This is an optimization exercise on Yosys and OpenROAD, whose aim is small area, a short achievable clock period and few clock cycles per item, not a production implementation.
Only simulation tests tie the RTL to the original design; equivalence was not proved.

## old
==> flow/design.v (excerpt) <==
module fpu_pipe_wrap #(
  parameter int TAG_W = 4
) (
  input  logic             clk,
  input  logic             rst,
  input  logic             in_valid,
  output logic             in_ready,
  input  logic [1:0]       in_opcode,
  input  logic             in_fmt,
  input  logic [31:0]      in_x,
  input  logic [31:0]      in_y,
  input  logic [TAG_W-1:0] in_tag,
  output logic             out_valid,
  input  logic             out_ready,
  output logic [31:0]      out_r,
  output logic [TAG_W-1:0] out_tag
);
For scale: roughly 110 I/O pins, about 26,000 sq um of cells after synthesis.
Settings: LEC_CHECK=0, ABC_AREA=1, CAP_MARGIN=20, CORE_MARGIN=2, CORE_UTILIZATION=55, SLEW_MARGIN=20; clock period 32.0 ns.
standard.sh (not shown) runs the stock make flow with config.mk's settings and CLKGATE_MAP_FILE= SYNTH_SCRIPT=/design/flow/synth_recipe.tcl, a recipe that flattens the netlist after the stock synthesis.
==> flow/flow/run.sh <==
#!/bin/bash
# Own layout flow: the standard ORFS flow (standard.sh) with two changes.
# 1. Synthesis maps with ABC for area: flow/abc_area.script replaces ORFS's area script
#    (which ABC_AREA=1 selects). Registers and every other synthesis step are as in the
#    standard flow; the resizer later buffers and sizes the gates for timing.
# 2. Stronger timing repair: the clock and the SDC are the design's; only the resizer's
#    setup target is raised (SETUP_SLACK_MARGIN), so repair_timing works on the longest
#    paths until their slack is that far above zero, and the ports get buf_2 buffers.
# Every tool's output goes to a log file in this folder.
set -e
cp -r "$FLOW_HOME/scripts" ./scripts_local
cp flow/abc_area.script scripts_local/abc_area.script
cat scripts_local/abc_area.script > abc_script.log
export SCRIPTS_DIR="$PWD/scripts_local"
export SETUP_SLACK_MARGIN=18.8
export TNS_END_PERCENT=10
export BUFFER_PORTS_ARGS="-buffer_cell sky130_fd_sc_hd__buf_2"
bash standard.sh > standard_flow.log 2>&1
==> flow/flow/abc_area.script <==
strash
dc2
dch
map -D 4000
topo
stime -c
buffer -c
upsize -c
dnsize -c
old finished end to end and its layout was clean on timing, DRC and antenna.
Testbench counts of old, summed over its fixed seeds: cycles 32,008, items 32,000.
diff inputs: old => new
- putting PLACE_DENSITY at 0.75 where nothing was set
--- a/flow/flow/run.sh
+++ b/flow/flow/run.sh
@@ -3,3 +3,3 @@
-# 1. Synthesis maps with ABC for area: flow/abc_area.script replaces ORFS's area script
-#    (which ABC_AREA=1 selects). Registers and every other synthesis step are as in the
-#    standard flow; the resizer later buffers and sizes the gates for timing.
+# 1. Synthesis maps with ABC for area: flow/abc_area.script (map -a, no upsizing)
+#    replaces ORFS's area script, which ABC_AREA=1 selects. Registers and every other
+#    synthesis step are as in the standard flow.
==> flow/flow/abc_area.script <==
strash
dch
map -a
topo
stime -c
buffer -c
dnsize -c
### Flow results
old -> new: number of antenna violations at the first check in global routing delta 0, exact match. Going from old to new, layout overhead on the synthesized area now smaller; proportion of cell area spent on the clock network stayed essentially flat.

========
Setup of JK:
fpu_pipe_wrap again, from the RTL that the note above started with.
export LEC_CHECK = 0
export ABC_AREA = 1
export CAP_MARGIN = 20
export CORE_MARGIN = 2
export CORE_UTILIZATION = 55
export PLACE_DENSITY = 0.75
export SLEW_MARGIN = 20
create_clock -name core_clock -period 32.0 [get_ports {clk}]
==> flow/flow/run.sh <==
#!/bin/bash
# Own layout flow: the standard ORFS flow (standard.sh) with two changes.
# 1. Synthesis maps with ABC for area only (map -a instead of map -B 0.9 in the area
#    script that ABC_AREA=1 selects); registers and everything else in synthesis are as
#    in the standard flow.
# 2. Stronger timing repair: the clock and the SDC are the design's; only the resizer's
#    setup target is raised (SETUP_SLACK_MARGIN), so repair_timing works on the longest
#    paths until their slack is that far above zero, and the ports get buf_2 buffers.
# Every tool's output goes to a log file in this folder.
set -e
cp -r "$FLOW_HOME/scripts" ./scripts_local
printf 'strash\ndch\nmap -a\ntopo\nstime -c\nbuffer -c\nupsize -c\ndnsize -c\n' > scripts_local/abc_area.script
cat scripts_local/abc_area.script > abc_script.log
export SCRIPTS_DIR="$PWD/scripts_local"
export SETUP_SLACK_MARGIN=18.5
export TNS_END_PERCENT=0
export BUFFER_PORTS_ARGS="-buffer_cell sky130_fd_sc_hd__buf_2"
bash standard.sh > standard_flow.log 2>&1
JK: done, clean on timing, DRC and antenna
Testbench counts of JK, summed over its fixed seeds: cycles 32,008, items 32,000.
Edits applied to the flow inputs when going from JK to MS:
# JK
export LEC_CHECK = 0
export ABC_AREA = 1
export CAP_MARGIN = 20
export CORE_MARGIN = 2
export CORE_UTILIZATION = 55
export PLACE_DENSITY = 0.75
export SLEW_MARGIN = 20
create_clock -name core_clock -period 32.0 [get_ports {clk}]
# MS
export LEC_CHECK = 0
export CAP_MARGIN = 20
export CORE_MARGIN = 2
export CORE_UTILIZATION = 40
export SLEW_MARGIN = 20
create_clock -name core_clock -period 32.0 [get_ports {clk}]
==> flow/flow/run.sh <==
#!/bin/bash
# Own layout flow: the standard ORFS flow (standard.sh) with stronger timing repair.
# The clock and the SDC are the design's; only the resizer's setup target is raised
# (SETUP_SLACK_MARGIN), so repair_timing works on the longest paths until their slack
# is that far above zero, and the ports get stronger buffers (BUFFER_PORTS_ARGS).
# Every tool's output goes to a log file in this folder.
set -e
export SETUP_SLACK_MARGIN=18.8
export TNS_END_PERCENT=10
export BUFFER_PORTS_ARGS="-buffer_cell sky130_fd_sc_hd__buf_2"
bash standard.sh > standard_flow.log 2>&1
Results
- When the final numbers for MS and JK were put side by side, the actual slew at the worst max-slew pin turned out to be smaller in MS.
- Comparing MS and JK, fraction of layout cells with a size suffix above 1 is lower on JK.
- The final worst hold slack number comes out lower for MS vs JK.
- Vias: MS above JK
[inputs] AL vs MS
# MS
export LEC_CHECK = 0
export CAP_MARGIN = 20
export CORE_MARGIN = 2
export CORE_UTILIZATION = 40
export SLEW_MARGIN = 20
create_clock -name core_clock -period 32.0 [get_ports {clk}]
# AL
export LEC_CHECK = 0
export ABC_AREA = 1
export CAP_MARGIN = 20
export CORE_MARGIN = 2
export CORE_UTILIZATION = 55
export SLEW_MARGIN = 20
create_clock -name core_clock -period 32.0 [get_ports {clk}]
==> flow/flow/run.sh <==
#!/bin/bash
# Own layout flow: the standard ORFS flow (standard.sh) with two changes.
# 1. Synthesis maps with ABC for area only (map -a instead of map -B 0.9 in the area
#    script that ABC_AREA=1 selects); registers and everything else in synthesis are as
#    in the standard flow.
# 2. Stronger timing repair: the clock and the SDC are the design's; only the resizer's
#    setup target is raised (SETUP_SLACK_MARGIN), so repair_timing works on the longest
#    paths until their slack is that far above zero, and the ports get buf_2 buffers.
# Every tool's output goes to a log file in this folder.
set -e
cp -r "$FLOW_HOME/scripts" ./scripts_local
printf 'strash\ndch\nmap -a\ntopo\nstime -c\nbuffer -c\nupsize -c\ndnsize -c\n' > scripts_local/abc_area.script
cat scripts_local/abc_area.script > abc_script.log
export SCRIPTS_DIR="$PWD/scripts_local"
export SETUP_SLACK_MARGIN=18.5
export TNS_END_PERCENT=10
export BUFFER_PORTS_ARGS="-buffer_cell sky130_fd_sc_hd__buf_2"
bash standard.sh > standard_flow.log 2>&1
Notes after the runs:
On parity-gate share of the synthesized area counting xor and xnor cells, the lower figure sits with AL, not MS.
AL: placed cell count lower than MS
Higher layout filler cell count goes to MS over AL.
Re routed via count: MS was higher than AL.
From MS to AL the numbers moved as follows: post-placement worst setup slack went down by 0.33 ns, post-detailed-routing wire length fell 6.0%, post-CTS setup repair buffer count now sits lower, post-route clock skew fell 0.0056 ns.
AL reports its timing startpoint of the critical path as in_x[22] while MS reports out_ready.

-- afterwards: timing with drivers on the ports --
The results above use ideal ports. As a check the final layouts listed here were re-extracted and re-timed, cells and wires unchanged.
Step 1 sets driving cells, clkbuf_16 on the clock port and buf_2 on the other inputs (assumed; they add their load-dependent delay and slew).
Step 2 moves the port delays by t, midway between the first and last clock arrival at a register: inputs arrive t later, outputs are due t later. That takes back most of the time a late clock gives input paths.
Three values: ideal, step 1, step 2; two values: the first two.
run	t, ns	setup WS [ns]	clock arrival spread, ns
old	0.330	18.330 / 18.274 / 17.945	0.013 / 0.013
new	0.334	18.839 / 18.819 / 18.731	0.003 / 0.003
JK	0.333	18.689 / 18.709 / 18.377	0.007 / 0.007
MS	0.342	18.805 / 18.773 / 18.544	0.010 / 0.010
AL	0.332	18.783 / 18.774 / 18.463	0.005 / 0.005
After both steps every run listed still meets setup and hold. For old, which loses most, drivers alone change the setup slack by -0.056 ns; drivers and shift together by -0.385 ns.
